From an optimization exercise on the open Yosys and OpenROAD flow, aimed at small area, a short achievable clock period and few clock cycles per item; shortcuts taken in it are not production practice.
Function was checked by simulation only, so behaviour that the tests miss may differ from the original.
No activity file was given, so power comes from the tool's default toggle rates.

==> flow/design.v (outline; a module is shown in full before it is edited, if it fits) <==
// module neurona_mac: 1734 lines
// module neurona_mac_selb: 18 lines
// module neurona_mac_fa: 10 lines
// module neurona_mac_c42: 17 lines
// module neurona_mac_c32: 16 lines
// module neurona_mac_ha: 9 lines
module neurona_mac #(
    parameter int Signo     = 1,
    parameter int Magnitud  = 7,
    parameter int Precision = 24,
    parameter int Width     = Signo + Magnitud + Precision,
    parameter int NEntradas = 4
) (
    input  logic             CLK,
    input  logic             RST,
    input  logic             Inicio,
    input  logic [Width-1:0] Sesgo,
    input  logic             EntradaValida,
    input  logic [Width-1:0] Entrada,
    input  logic [Width-1:0] Peso,
    output logic             Ocupado,
    output logic             Listo,
    output logic [Width-1:0] Salida,
    output logic             Error
);
  // ...
==> flow/flow/run.sh <==
#!/bin/bash
set -euo pipefail
MARGIN=$(cat flow/margin.txt)
bash standard.sh SETUP_SLACK_MARGIN=$MARGIN \
  "BUFFER_PORTS_ARGS=-buffer_cell sky130_fd_sc_hd__buf_1" \
  finish > orfs_make.log 2>&1
==> flow/flow/margin.txt <==
9.5
==> flow/standard.sh <==
#!/bin/bash
# synth_recipe.tcl (not shown) runs the flow's synth.tcl, then flattens the netlist and writes it again
# the make line also repeats each setting of config.mk as NAME=value (left out here)
make -C /OpenROAD-flow-scripts/flow DESIGN_CONFIG=/design/flow/config.mk WORK_HOME=/design/flow/orfs CLKGATE_MAP_FILE= SYNTH_SCRIPT=/design/flow/synth_recipe.tcl "${@:-finish}"
==> flow/config.mk <==
export PLATFORM = sky130hd
export DESIGN_NAME = neurona_mac
export DESIGN_NICKNAME = neurona_mac
export VERILOG_FILES = /design/flow/design.v
export SDC_FILE = /design/flow/constraint.sdc
export NUM_CORES = 4
export LEC_CHECK = 0
export CAP_MARGIN = 20
export CORE_MARGIN = 2
export CORE_UTILIZATION = 40
export SLEW_MARGIN = 20
export SYNTH_HIERARCHICAL = 1
export TNS_END_PERCENT = 0
==> flow/constraint.sdc <==
create_clock -name core_clock -period 13.5 [get_ports {CLK}]
set_input_delay 2.7000 -clock core_clock [delete_from_list [all_inputs] [get_ports {CLK}]]
set_output_delay 2.7000 -clock core_clock [all_outputs]
set_load 0.01 [all_outputs]
==> flow_metrics.tcl, run 1 <==
set metrics [dict create \
    vias 25200 \
    worst_setup_hold_path_clk_slew_ps 60 \
    first_pass_iters 6 \
    die_h_um 289 \
    buffers 202 \
    final_cell_mix "559 x xnor2_1, 501 x a22oi_1, 470 x fa_1" \
    cts_max_level 2 \
    hp-class "reg -> reg" \
    nonClkBufAreaFrac 0.0299 \
    cts-root-buf "clkbuf_16" \
    top_layer_used "met5" \
    arrival_ps 4530 \
    top_register "r1_q" \
    grt_antenna_before_repair 2 \
    synth-seq-area-share 0.187 \
    setup_viol 0 \
    max_slew.worst_pin.slew_ps 977 \
    synthTopCellsByCount "560 x xnor2_1, 501 x a22oi_1, 470 x fa_1" \
    wl_mm 107 \
    total_power_w 0.00332 \
    crit_path_start "two1_q[15]" \
    layout_setup_ws_ps 9410 \
    use_met2 0.372 \
    synthAdderAreaFrac 0.359 \
    gp_congestion 0.898 \
    place_inst 4102 \
    clock-sinks 293 \
    maxCapViolations 0 \
    grt_pass1_wl_mm 162 \
    status "no timing/DRC/antenna violations" \
    synth_edf_count 0 \
    ys_seq_elements 293 \
    power_frac_comb 0.380 \
    wl_met2_mm 45.1 \
    slew_viol_final 0 \
    final_core_util 0.440 \
    die_w_um 289 \
]
Testbench counts, summed over its fixed seeds: cycles 3,584, items 512.
==> run 2, diff against run 1 <==
--- a/flow/design.v
+++ b/flow/design.v
@@ -64,28 +64,23 @@
     end
     always_ff @(posedge CLK) begin
         sg1_q  <= Entrada[31] ^ Peso[31];
         e1_q   <= toma ? Entrada : 32'd0;
         one1_q <= toma ? one_d : 16'd0;
         two1_q <= toma ? two_d : 16'd0;
         for (int i = 0; i < 16; i++) neg1_q[i] <= toma & Peso[2*i+1];
     end
-    logic [33:0] ex, ey;
+    logic [33:0] ex;
     assign ex = {e1_q[31], e1_q, 1'b0};
-    assign ey = ex;
-    localparam int SPLIT = 99;   
     logic [32:0] pp [16];
     always_comb begin
         for (int i = 0; i < 16; i++)
             for (int j = 0; j < 33; j++)
-                if (i < 8)
-                    pp[i][j] = ((one1_q[i] & ex[j+1]) | (two1_q[i] & ex[j])) ^ neg1_q[i];
-                else
-                    pp[i][j] = ((one1_q[i] & ey[j+1]) | (two1_q[i] & ey[j])) ^ neg1_q[i];
+                pp[i][j] = ((one1_q[i] & ex[j+1]) | (two1_q[i] & ex[j])) ^ neg1_q[i];
     end
     wire pps0 = ~pp[0][32];
     wire pps1 = ~pp[1][32];
     wire pps2 = ~pp[2][32];
     wire pps3 = ~pp[3][32];
     wire pps4 = ~pp[4][32];
     wire pps5 = ~pp[5][32];
     wire pps6 = ~pp[6][32];
@@ -1693,68 +1688,37 @@
     wire [34:0] smax = acc_q + 35'h07FFFFFFF;
     wire [34:0] smin = acc_q + 35'h780000000;
     wire [34:0] ssat = sg2_q ? smin : smax;
     wire [34:0] acc_d = povf ? ssat : sraw;
     wire        osat = !((&ssat[34:31]) || !(|ssat[34:31]));
     wire [32:0] craw = oraw ? {1'b1, sraw_neg ? 32'h80000000 : 32'h7FFFFFFF} : {1'b0, sraw[31:0]};
     wire [32:0] csat = osat ? {1'b1, ssat[34] ? 32'h80000000 : 32'h7FFFFFFF} : {1'b0, ssat[31:0]};
     wire [32:0] cfin = povf ? csat : craw;
-    localparam bit SELMOD = 0;
-    wire [31:0] salida_d;
-    wire [31:0] satk0 = {st0[3], {31{~st0[3]}}};
-    wire [31:0] satk1 = {st1[3], {31{~st1[3]}}};
-    genvar gb;
-    generate
-        for (gb = 0; gb < 32; gb++) begin : g_sel
-            neurona_mac_selb u_selb (.s(sraw[gb]), .c(c31), .o0(ovf0), .o1(ovf1), .k0(satk0[gb]),
-                                     .k1(satk1[gb]), .pv(povf), .cs(csat[gb]), .en(fin),
-                                     .q(salida_q[gb]), .y(salida_d[gb]));
-        end
-    endgenerate
     always_ff @(posedge CLK) begin
         if (libre_q) acc_q <= {{3{Sesgo[31]}}, Sesgo};
         else if (v2_q || GATE) acc_q <= acc_d;
     end
     always_ff @(posedge CLK or posedge RST) begin
         if (RST) begin
             err_q    <= 1'b0;
             salida_q <= 32'd0;
             error_q  <= 1'b0;
         end else begin
             if (libre_q) err_q <= 1'b0;
             else if (v2_q || GATE) err_q <= err_q | povf;
-            if (SELMOD) salida_q <= salida_d;
-            else if (fin) salida_q <= cfin[31:0];
+            if (fin) salida_q <= cfin[31:0];
             if (fin) error_q <= err_q | povf | cfin[32];
         end
     end
     assign Ocupado = ocupado_q;
     assign Listo   = listo_q;
     assign Salida  = salida_q;
     assign Error   = error_q;
 endmodule
-module neurona_mac_selb (
-    input  logic s,
-    input  logic c,
-    input  logic o0,
-    input  logic o1,
-    input  logic k0,
-    input  logic k1,
-    input  logic pv,
-    input  logic cs,
-    input  logic en,
-    input  logic q,
-    output logic y
-);
-    logic r0, r1;
-    assign r0 = o0 ? k0 : s;
-    assign r1 = o1 ? k1 : s;
-    assign y  = !en ? q : pv ? cs : c ? r1 : r0;
-endmodule
 module neurona_mac_fa (
     input  logic a,
     input  logic b,
     input  logic c,
     output logic s,
     output logic co
 );
     assign s  = a ^ b ^ c;
==> flow/flow/margin.txt (replaced) <==
9.7
==> flow_metrics.tcl, run 2 <==
set metrics [dict create \
    final_cell_mix "558 x xnor2_1, 521 x a22oi_1, 470 x fa_1" \
    gp_congestion 0.828 \
    min_from "sg1_q" \
    areaGrowthSynthToFinish_pct 9.60 \
    crit_fanout 32 \
    ir_worst_vdd_v 0.0000983 \
    dp_hpwl_mm 67.5 \
    netlist_area_um2 32200 \
    max_slew.worst_pin.slew_ps 940 \
    power.share.clock 0.284 \
    synth-seq-area-share 0.189 \
    synthCells 3087 \
    p_seq_frac 0.314 \
    cts_max_level 2 \
    yosys.cell_count.top_type "xnor2_1" \
    grt_pass1_vias 25700 \
    clock-sinks 293 \
    yosysTopAreaCell "fa_1" \
    status "no timing/DRC/antenna violations" \
    insertion_delay_ps 580 \
    maxCapViolations 0 \
    dp_slack_ps 8930 \
    holdBufCountCts 0 \
    critPathKind "reg -> reg" \
    slew_viol_final 0 \
    ys_types 66 \
    grt_pass1_wl_mm 159 \
    synth_edf_count 0 \
    antenna_left 0 \
    fillers 7635 \
    max_freq_mhz 256 \
    power_density_nw_per_um2 98.2 \
    hold_viol 0 \
    power_frac_comb 0.402 \
    drt_iter0_markers 2242 \
    cts_tree "yes" \
    synthTopCellsByCount "559 x xnor2_1, 523 x a22oi_1, 470 x fa_1" \
    rsz0062_at_grt "true" \
    p_int_w 0.00213 \
    grt_overflow_total 0 \
    maxSlewHeadroom 0.369 \
    portBuffers 134 \
    yosysTopAreaCellShare 0.292 \
    die_area_um2 82700 \
    yosysWarnings 9 \
    timing.rr.end "r2_q[26]" \
    track_usage 0.250 \
    rows 104 \
    required_ps 13920 \
    stdcell_area_um2 35300 \
    nets 3801 \
    place_area_um2 33400 \
    setup_viol 0 \
    reg2reg_depth 7 \
    register_area_um2 6230 \
    via_per_inst 5.92 \
    tns_ps 0 \
    core_um2 80200 \
    critPathCaptureType "flop" \
    clockBufferDepth 3 \
    clock-skew-final_ps 46.2 \
    drc 0 \
    hp-class "reg -> reg" \
    vias 24500 \
    cts-root-buf "clkbuf_16" \
    multi_input_area_um2 25300 \
    grt_antenna_before_repair 7 \
    arrival_ps 4330 \
    p_sw_w 0.00134 \
    wl_per_cell_um 25.0 \
    ff2ff_setup_slack_ps 9590 \
    die_w_um 288 \
    synth.area.top_cells "fa_1 29%, dfxtp_1 15%, xnor2_1 15%" \
    drive_above_1_share 0.0916 \
    layout_setup_ws_ps 9590 \
    crit_path_start_kind "flop" \
    io_pins 135 \
    r2r_start "two1_q[14]" \
    largest_reg_flops 52 \
    wl_mm 103 \
    total_leakage_power_nw 14.1 \
    floorplan.initialDensity 0.402 \
    hold_path_depth 0 \
    avgSynthCellArea_um2 10.4 \
    numCtsBuffers 37 \
    worst_setup_hold_path_clk_slew_ps 60 \
    ys.flop_type "dfxtp_1" \
    first_pass_iters 6 \
    async_flop_share 0.150 \
    ys_seq_elements 293 \
    reg_top3 "r1_q x52, r0_q x51, acc_q x35" \
    die_h_um 288 \
    min_period_ps 3910 \
    timing.final.crit_share 0.290 \
    layout_commonest_cell "xnor2_1" \
    top_register "r1_q" \
    grt_max_degree 76 \
    whs_endpoint "sg2_q" \
    p_sw_frac 0.385 \
]
[run 2: per-module statistics from Yosys (local to each module, per instance)]
module	cell area (um^2)	flops+latches	cells	times used
neurona_mac	21800	293	2540	1
neurona_mac_ha	12.5	0	1	80
neurona_mac_fa	20.0	0	1	467
[run 2: how the worst max path moves through the flow]
stage | startpoint | endpoint | cells after the start
detailed placement | r0_q[13] | salida_q[18] | 13
floorplan | RST | cuenta_q[0] | 1
global route | r0_q[24] | salida_q[31] | 18
global placement | r0_q[15] | salida_q[0] | 13
finish | two1_q[14] | r2_q[26] | 7
CTS | salida_q[16] | Salida[16] | 1
[run 2: layer usage]
metal / vias up / routed length, um / GRT usage
met5: - / 32 / 0
met4: 6 / 3390 / 0.0817
met3: 251 / 10800 / 0.0680
met2: 1343 / 45600 / 0.388
met1: 12300 / 43600 / 0.337
li1: 10600 / - / -
[run 2: worst max-delay path, stage by stage (launching register included)]
cell	delay, ps
dfxtp_2	880
a22oi_1	230
xnor2_1	200
fa_1	470
fa_1	470
fa_1	460
fa_1	550
fa_1	490
[run 2: cells by family after synthesis]
group	count (synthesis)	synth area share
DFF	293	0.189
other	1	0.000117
buffers and inverters	326	0.0391
muxes	36	0.0114
and+or+nand+nor	400	0.0636
AOI/OAI and AO/OA	767	0.167
xor gates and xnor gates	614	0.167
adders and majority gates	650	0.362
[run 2: cell type report]
type                       instances  share of cell area
inverter                          20             0.00213
clock buffer                      41              0.0273
clock inverter                    25             0.00646
multi-input combinational       2485               0.717
timing repair buffer             214              0.0333
tap                             1060              0.0376
antenna                            1           0.0000709
sequential                       293               0.177
[run 2: stage by stage]
stage               instances   util  total power (W)  hold WS, ps
global route             4138  0.440          0.00368          347
CTS                      4136  0.439          0.00344          332
finish                   4139  0.440          0.00347          332
global placement         4045  0.416          0.00224          313
detailed placement       4045  0.416          0.00223          317
floorplan                3103      -          0.00193          310
[run 2: power by group through the flow]
stage	combinational (W)	sequential, W	clock [W]
5_1_grt	0.00153	0.00110	0.00104
2_1_floorplan	0.000848	0.00108	0
3_3_place_gp	0.00113	0.00111	0
3_5_place_dp	0.00112	0.00111	0
4_1_cts	0.00135	0.00109	0.00101
6_report	0.00139	0.00109	0.000985
[run 2: repair_timing]
item	4_1_cts	5_1_grt
setup endpoints to repair	131	104
pin swaps	24	7
gates resized for setup	96	10
setup buffers	23	2
cloned	2	0
Testbench counts of run 2, summed over its fixed seeds: cycles 3,584, items 512.
==> run 3, diff against run 2 <==
==> flow/flow/margin.txt (replaced) <==
9.9
==> flow_metrics.tcl, run 3 <==
set metrics [dict create \
    routed-wl-met3_mm 10.7 \
    p_seq_frac 0.315 \
    min_period_ps 4000 \
    yosysWarnings 9 \
    yosys.cell_count.top_type "xnor2_1" \
    drc 0 \
    timing.final.crit_share 0.296 \
    cts-root-buf "clkbuf_16" \
    portBuffers 134 \
    via_per_inst 5.93 \
    p_sw_frac 0.370 \
    crit_fanout 33 \
    wl_mm 102 \
    avgSynthCellArea_um2 10.4 \
    worst-path-buf-inv 0 \
    reg2reg_depth 7 \
    drt_iter0_markers 2538 \
    crit_path_frequent_cell "fa_1" \
    vias 24400 \
    core_um2 80200 \
    power.share.clock 0.316 \
    p_int_w 0.00217 \
    max_freq_mhz 250 \
    final_cell_mix "559 x xnor2_1, 521 x a22oi_1, 470 x fa_1" \
    first_pass_iters 7 \
    cp-endpoint "r2_q[28]" \
    clock-skew-final_ps 36.9 \
    rsz0062_at_grt "true" \
    die_area_um2 82700 \
    ys_seq_elements 293 \
    r2r_start "one1_q[10]" \
    wl_per_cell_um 24.8 \
    synth.area.top_cells "fa_1 29%, dfxtp_1 15%, xnor2_1 15%" \
    critical_path.cell_chain "a22oi_1 > xnor2_1 > fa_1 > fa_1 > fa_1 > fa_1 > fa_1" \
    grt_overflow_total 0 \
    yosysTopAreaCellShare 0.292 \
    yosysTopAreaCell "fa_1" \
    worst_setup_hold_path_clk_slew_ps 60 \
    reg_top3 "r1_q x52, r0_q x51, acc_q x35" \
    clock-sinks 293 \
    hold_viol 0 \
    dp_hpwl_mm 67.9 \
    grt_pass1_wl_mm 157 \
    cts_tree "yes" \
    die_w_um 288 \
    numCtsBuffers 37 \
    critical-path-slowest-cell "dfxtp_2" \
    clockBufferDepth 3 \
    slew_viol_final 0 \
    hp-class "reg -> reg" \
    wl_met1_mm 42.8 \
    total_leakage_power_nw 14.1 \
    layout_commonest_cell "xnor2_1" \
    crit_path_start "one1_q[10]" \
    top_register "r1_q" \
    critPathCaptureType "flop" \
    io_pins 135 \
    top_layer_used "met5" \
    synth-seq-area-share 0.189 \
    grt_pass1_vias 25500 \
    setup_viol 0 \
    cp_num_cells 7 \
    cp_slowest_stage_delay_ps 950 \
    synth_edf_count 0 \
    status "no timing/DRC/antenna violations" \
    required_ps 13970 \
    grt_max_degree 76 \
    areaGrowthSynthToFinish_pct 9.88 \
    nets 3785 \
    cts_max_level 2 \
    holdBufCountCts 0 \
    crit_path_start_kind "flop" \
    stdcell_count 4124 \
    synthTopCellsByCount "559 x xnor2_1, 523 x a22oi_1, 470 x fa_1" \
    drive_above_1_share 0.0872 \
    track_usage 0.247 \
    maxSlewHeadroom 0.336 \
    ir_worst_vdd_v 0.000101 \
    critPathKind "reg -> reg" \
    largest_reg_flops 52 \
    gp_congestion 0.844 \
    power_density_nw_per_um2 97.3 \
    floorplan.initialDensity 0.402 \
    async_flop_share 0.150 \
    rows 104 \
    insertion_delay_ps 580 \
    path_delay_family "adder cells" \
    synthCells 3087 \
    ff2ff_setup_slack_ps 9500 \
    place_inst 4043 \
    ys_types 66 \
    p_sw_w 0.00128 \
    die_h_um 288 \
    grt_antenna_before_repair 5 \
    arrival_ps 4470 \
    tns_ps 0 \
    timing.rr.end "r2_q[28]" \
    netlist_area_um2 32200 \
    antenna_left 0 \
    power_frac_comb 0.368 \
    ys.flop_type "dfxtp_1" \
    wl_met2_mm 46.0 \
    maxCapViolations 0 \
    max_slew.worst_pin.slew_ps 996 \
]
[run 3: layout make-up]
| class | instances | area (um^2) |
|---|---|---|
| repair buffers | 199 | 1090 |
| clock inverters | 20 | 288 |
| clock buffers | 46 | 1070 |
| flip-flops and latches | 293 | 6230 |
| inverters | 20 | 78.8 |
| diodes | 2 | 5.00 |
| fillers | 7631 | 44800 |
| well taps | 1060 | 1330 |
| multi-input cells | 2484 | 25300 |
[run 3: worst min-delay path by stage]
| stage | endpoint | cells after the start | start | slack, ps |
|---|---|---|---|---|
| finish | sg2_q | 0 | sg1_q | 340 |
| global route | sg2_q | 0 | sg1_q | 340 |
| CTS | sg2_q | 0 | sg1_q | 330 |
| detailed placement | sg2_q | 0 | sg1_q | 320 |
| global placement | sg2_q | 0 | sg1_q | 310 |
| floorplan | sg2_q | 0 | sg1_q | 310 |
[run 3: logic make-up (layout without fill, tap and decap cells)]
family	after synthesis	after routing	share of synthesized area
AND/OR/NAND/NOR	400	400	0.0636
adder cells (fa/ha/maj)	650	650	0.362
flip-flops	293	293	0.189
XOR/XNOR	614	614	0.167
multiplexers	36	36	0.0114
AO/OA/AOI/OAI	767	767	0.167
buffers and inverters	326	285	0.0391
other	1	19	0.000117
[run 3: power groups by stage]
| stage | sequential, W | combinational [W] | clock [W] |
|---|---|---|---|
| 2_1_floorplan | 0.00108 | 0.000848 | 0 |
| 3_3_place_gp | 0.00111 | 0.00110 | 0 |
| 3_5_place_dp | 0.00111 | 0.00111 | 0 |
| 4_1_cts | 0.00109 | 0.00120 | 0.00111 |
| 5_1_grt | 0.00110 | 0.00140 | 0.00115 |
| 6_report | 0.00109 | 0.00127 | 0.00109 |
[run 3: stage by stage]
| step | area (um^2) | util | setup slack, ps | power, W | hold slack [ps] |
|---|---|---|---|---|---|
| 3_3_place_gp | 33400 | 0.416 | 8960 | 0.00221 | 312 |
| 5_1_grt | 35400 | 0.441 | 9370 | 0.00365 | 339 |
| 3_5_place_dp | 33400 | 0.416 | 9010 | 0.00222 | 320 |
| 6_report | 35400 | 0.441 | 9500 | 0.00344 | 335 |
| 4_1_cts | 35200 | 0.439 | 9600 | 0.00339 | 335 |
| 2_1_floorplan | 32200 | - | 9790 | 0.00193 | 310 |
[run 3: modules after synthesis (local to each module, per instance)]
module	area (um^2)	flip-flops and latches	copies in the design
neurona_mac_fa	20.0	0	467
neurona_mac	21800	293	1
neurona_mac_ha	12.5	0	80
[run 3: what timing repair did]
item,in CTS,in global routing
pin swaps,13,11
resized for setup,82,20
cloned,2,1
setup buffers,5,5
endpoints found under the setup margin,242,226
[run 3: routing by layer]
metal / vias up / GRT usage
li1: 10600 / -
met4: 6 / 0.0795
met3: 232 / 0.0679
met2: 1303 / 0.388
met5: - / 0
met1: 12300 / 0.329

separate check: timing with driven ports:
How much do the figures lean on ideal ports? The routed layouts below were timed once more, with nothing changed but the port constraints. Step 1 (the two cells are an assumption about what drives the block):
set clk [get_ports {CLK}]
set_driving_cell -lib_cell sky130_fd_sc_hd__clkbuf_16 $clk
set_driving_cell -lib_cell sky130_fd_sc_hd__buf_2 [delete_from_list [all_inputs] $clk]
Step 2, shift: input delay + t, output delay - t, t = (earliest + latest rising clock arrival at the registers) / 2. This alone moves slack from input paths to output paths. Slacks: ideal / step 1 / step 2; pairs: ideal / step 1.
run	t (ns)	slack for setup (ns)	hold slack, ns	clock arrival spread, ns	worst slew at a driven data input, ns
run 1	0.627	9.407 / 9.407 / 8.956	0.349 / 0.349 / 0.349	0.054 / 0.054	0.12
run 2	0.624	9.589 / 9.585 / 9.090	0.332 / 0.332 / 0.332	0.046 / 0.046	0.09
run 3	0.624	9.505 / 9.505 / 9.112	0.335 / 0.335 / 0.335	0.037 / 0.038	0.11
After both steps every run listed still meets setup and hold. The setup slack of run 2, which loses most, moves by -0.004 ns with the drivers and by -0.499 ns with both steps.
